From an optimization exercise on the open Yosys and OpenROAD flow, aimed at small area and few clock cycles; shortcuts taken in it are not production practice. Only simulation tests tie the RTL to the original design; equivalence was not proved. Power is estimated from default activity; no workload was simulated.

== the reference run ==
Design y86_cpu, start of the top module:
module y86_cpu (
	input	wire	clk,
	input	wire	reset_i,
	input	wire	y86_isa_pkg::inst_win_t	rom_data_i,
	output	y86_isa_pkg::pc_t		rom_addr_o,
	output	y86_pipe_pkg::wb_t		wb_o,
	output	logic [1:0]			stat_o,
	output	logic				halted_o
);
Size in the first run: roughly 5400 cells after synthesis, about 1200 flip-flops, about 60000 sq um of cells after synthesis.
==> flow/config.mk <==
export PLATFORM = sky130hd
export DESIGN_NAME = y86_cpu
export DESIGN_NICKNAME = y86_cpu
export VERILOG_FILES = /design/flow/design.v
export SDC_FILE = /design/flow/constraint.sdc
export NUM_CORES = 4
export LEC_CHECK = 0
export CAP_MARGIN = 20
export CORE_MARGIN = 2
export CORE_UTILIZATION = 60
export CTS_CLUSTER_DIAMETER = 100
export CTS_CLUSTER_SIZE = 30
export PLACE_DENSITY = 0.75
export SETUP_SLACK_MARGIN = 0.2
export SLEW_MARGIN = 20
export SYNTH_HIERARCHICAL = 1
export SYNTH_MINIMUM_KEEP_SIZE = 0
==> flow/constraint.sdc <==
create_clock -name core_clock -period 6.0 [get_ports {clk}]
set_input_delay 1.2000 -clock core_clock [delete_from_list [all_inputs] [get_ports {clk}]]
set_output_delay 1.2000 -clock core_clock [all_outputs]
set_load 0.01 [all_outputs]
run.sh (not shown) runs the stock make flow with config.mk's settings and CLKGATE_MAP_FILE= SYNTH_SCRIPT=/design/flow/synth_recipe.tcl, a recipe that flattens the netlist after the stock synthesis.
Testbench counts of the reference run, summed over its fixed seeds: cycles 36,113.
The inputs of the trial run differ from those of the reference run as listed below.
--- a/flow/design.v
+++ b/flow/design.v
@@ -68,23 +68,22 @@
 	} wb_t;
 	typedef enum logic {
 		RUN     = 1'b0,
 		STOPPED = 1'b1
 	} fetch_state_e;
 endpackage
 `default_nettype wire
 `timescale 1ns/100ps
 `default_nettype none
 module y86_fetch (
 	input	wire	y86_isa_pkg::inst_win_t	rom_data_i,
-	input	wire				over_i,
 	input	wire				fstop_i,
 	input	wire				cc_known_i,
 	input	wire				zf_i,
 	input	wire				lt_i,
 	output	logic [7:0]			byte0_o,
 	output	logic [7:0]			byte1_o,
 	output	logic [7:0]			bbyte0_o,
 	output	logic [7:0]			bbyte1_o,
 	output	logic				take_o,
 	output	logic				take_stop_o,
 	output	logic				pair_o,
@@ -162,26 +161,23 @@
 			stop_k[k] = stops(wbyte[k]);
 			fits_k[k] = stop_k[k] || k == 0 || len1_k[k] || (len2_k[k] && k < NB - 1);
 		end
 		skip_k = nop_k | (mov_k & (fail_k | none_k)) | (irm_k & none_k);
 		skip_nc_k = nop_k | (mov_k & none_k) | (irm_k & none_k);
 		for (int k = 0; k < NB; k++)
 			pairable_k[k] = k < NB - 1 && ((mov_k[k] && !none_k[k])
 				|| (wbyte[k][7:4] == 4'h6 && wbyte[k][3:0] <= 4'h3));
 	end
 	always_comb begin
 		lead = '0;
-		if (over_i)
-			lead[2] = 1'b1;
-		else
-			lead[0] = 1'b1;
+		lead[0] = 1'b1;
 		for (int s = 0; s < LEAD_STEPS; s++)
 			lead = step(lead, skip_k, nop_k, mov_k);
 		byte0_o = 8'h00;
 		byte1_o = 8'h00;
 		fits = 1'b0;
 		for (int k = 0; k < NB; k++) begin
 			byte0_o = byte0_o | ({8{lead[k]}} & wbyte[k]);
 			byte1_o = byte1_o | ({8{lead[k]}} & wbyte[k + 1]);
 			fits = fits | (lead[k] & fits_k[k]);
 		end
 	end
@@ -327,23 +323,22 @@
 	input	wire	clk,
 	input	wire	reset_i,
 	input	wire	y86_isa_pkg::inst_win_t	rom_data_i,
 	output	y86_isa_pkg::pc_t		rom_addr_o,
 	output	y86_pipe_pkg::wb_t		wb_o,
 	output	logic [1:0]			stat_o,
 	output	logic				halted_o
 );
 	y86_isa_pkg::pc_t	pc_q;
 	logic [4:0]		off_q;
 	logic			fstop_q;
-	logic			over_q;
 	logic			fe_valid_q;
 	logic [3:0]		fe_icode_q;
 	logic [3:0]		fe_ifun_q;
 	y86_isa_pkg::reg_id_t	fe_rb_q;
 	logic [15-1:0]	fe_sa_q;
 	logic [15-1:0]	fe_sb_q;
 	y86_isa_pkg::word_t	fe_valc_q;
 	logic			zf_q;
 	logic			lt_q;
 	logic			halted_q;
 	logic [1:0]		stat_q;
@@ -382,47 +377,45 @@
 			default: cond_holds = 1'b0;
 		endcase
 	endfunction
 	function automatic logic [15-1:0] onehot(input logic [3:0] r);
 		for (int i = 0; i < 15; i++)
 			onehot[i] = r == 4'(i);
 	endfunction
 	assign pc = pc_q + 16'(off_q);
 	assign cc_known = !(fe_valid_q && fe_icode_q == 4'h6);
 	y86_fetch fetch0 (
 		.rom_data_i(rom_data_i),
-		.over_i(over_q),	.fstop_i(fstop_q),
+		.fstop_i(fstop_q),
 		.cc_known_i(cc_known),	.zf_i(zf_q),		.lt_i(lt_q),
 		.byte0_o(byte0),	.byte1_o(byte1),
 		.bbyte0_o(bbyte0),	.bbyte1_o(bbyte1),
 		.take_o(take),		.take_stop_o(take_stop),
 		.pair_o(pair),		.fail_tt_o(fail_tt),
 		.trail_o(trail)
 	);
 	assign over = pair && fail_tt[{zf_n, lt_n}];
 	assign written_n = written | ({15{we}} & onehot(fe_rb_q));
 	always_ff @(posedge clk) begin
 		if (reset_i) begin
 			pc_q <= '0;
 			off_q <= '0;
 			fstop_q <= 1'b0;
-			over_q <= 1'b0;
 			fe_valid_q <= 1'b0;
 		end else begin
 			fe_valid_q <= take;
-			over_q <= over;
 			if (take_stop)
 				fstop_q <= 1'b1;
 			if (!fstop_q && !take_stop) begin
 				pc_q <= pc;
-				off_q <= trail;
+				off_q <= over ? trail + 5'd2 : trail;
 			end
 		end
 	end
 	always_ff @(posedge clk) begin
 		fe_icode_q <= over ? bbyte0[7:4] : byte0[7:4];
 		fe_ifun_q <= over ? bbyte0[3:0] : byte0[3:0];
 		fe_rb_q <= over ? bbyte1[3:0] : byte1[3:0];
 		fe_sa_q <= written_n & (over ? onehot(bbyte1[7:4]) : onehot(byte1[7:4]));
 		fe_sb_q <= written_n & (over ? onehot(bbyte1[3:0]) : onehot(byte1[3:0]));
 		fe_valc_q <= rom_data_i[10*8-1:16];
 	end
Notes after the runs:
The trial run was carried through to the last stage, and its layout satisfied the timing, design-rule and antenna checks. met2 layer usage reported by global route, the trial run and the reference run, higher one = the trial run. For the leakage power figure, the trial run came in about 1.3% lower than the reference run did. There was hardly any difference in fraction of the mapped netlist area in adder cells between the trial run and the reference run. Going from the reference run to the trial run, relative contribution of the clock network to total power saw a decrease, sequential share of layout area saw an increase, met1 usage in global routing saw a decrease, area fraction in compound gates after synthesis saw a decrease.
Testbench counts of the trial run, summed over its fixed seeds: cycles 35,869.

port drivers added, routing unchanged:
How much do the figures lean on ideal ports? The routed layouts below were timed once more, with nothing changed but the port constraints.
Step 1, drivers: a clkbuf_16 drives clk and a buf_2 each remaining input, both assumed.
Step 2, shift: input delay + t, output delay - t, t = (earliest + latest rising clock arrival at the registers) / 2. This alone moves slack from input paths to output paths.
Three values: no drivers, after step 1, after step 2; two values: the first two.
| run | t (ns) | slack for setup (ns) | worst setup path after step 2 | worst data-port slew with drivers (ns) |
|---|---|---|---|---|
| the reference run | 0.764 | 0.278 / 0.278 / -0.303 | input to register | 0.07 |
| the trial run | 0.776 | 0.206 / 0.206 / -0.085 | input to register | 0.10 |
With both steps, setup timing fails in the reference run and the trial run, where it was met with ideal ports. The setup slack of the reference run, which loses most, moves by 0.000 ns with the drivers and by -0.581 ns with both steps.
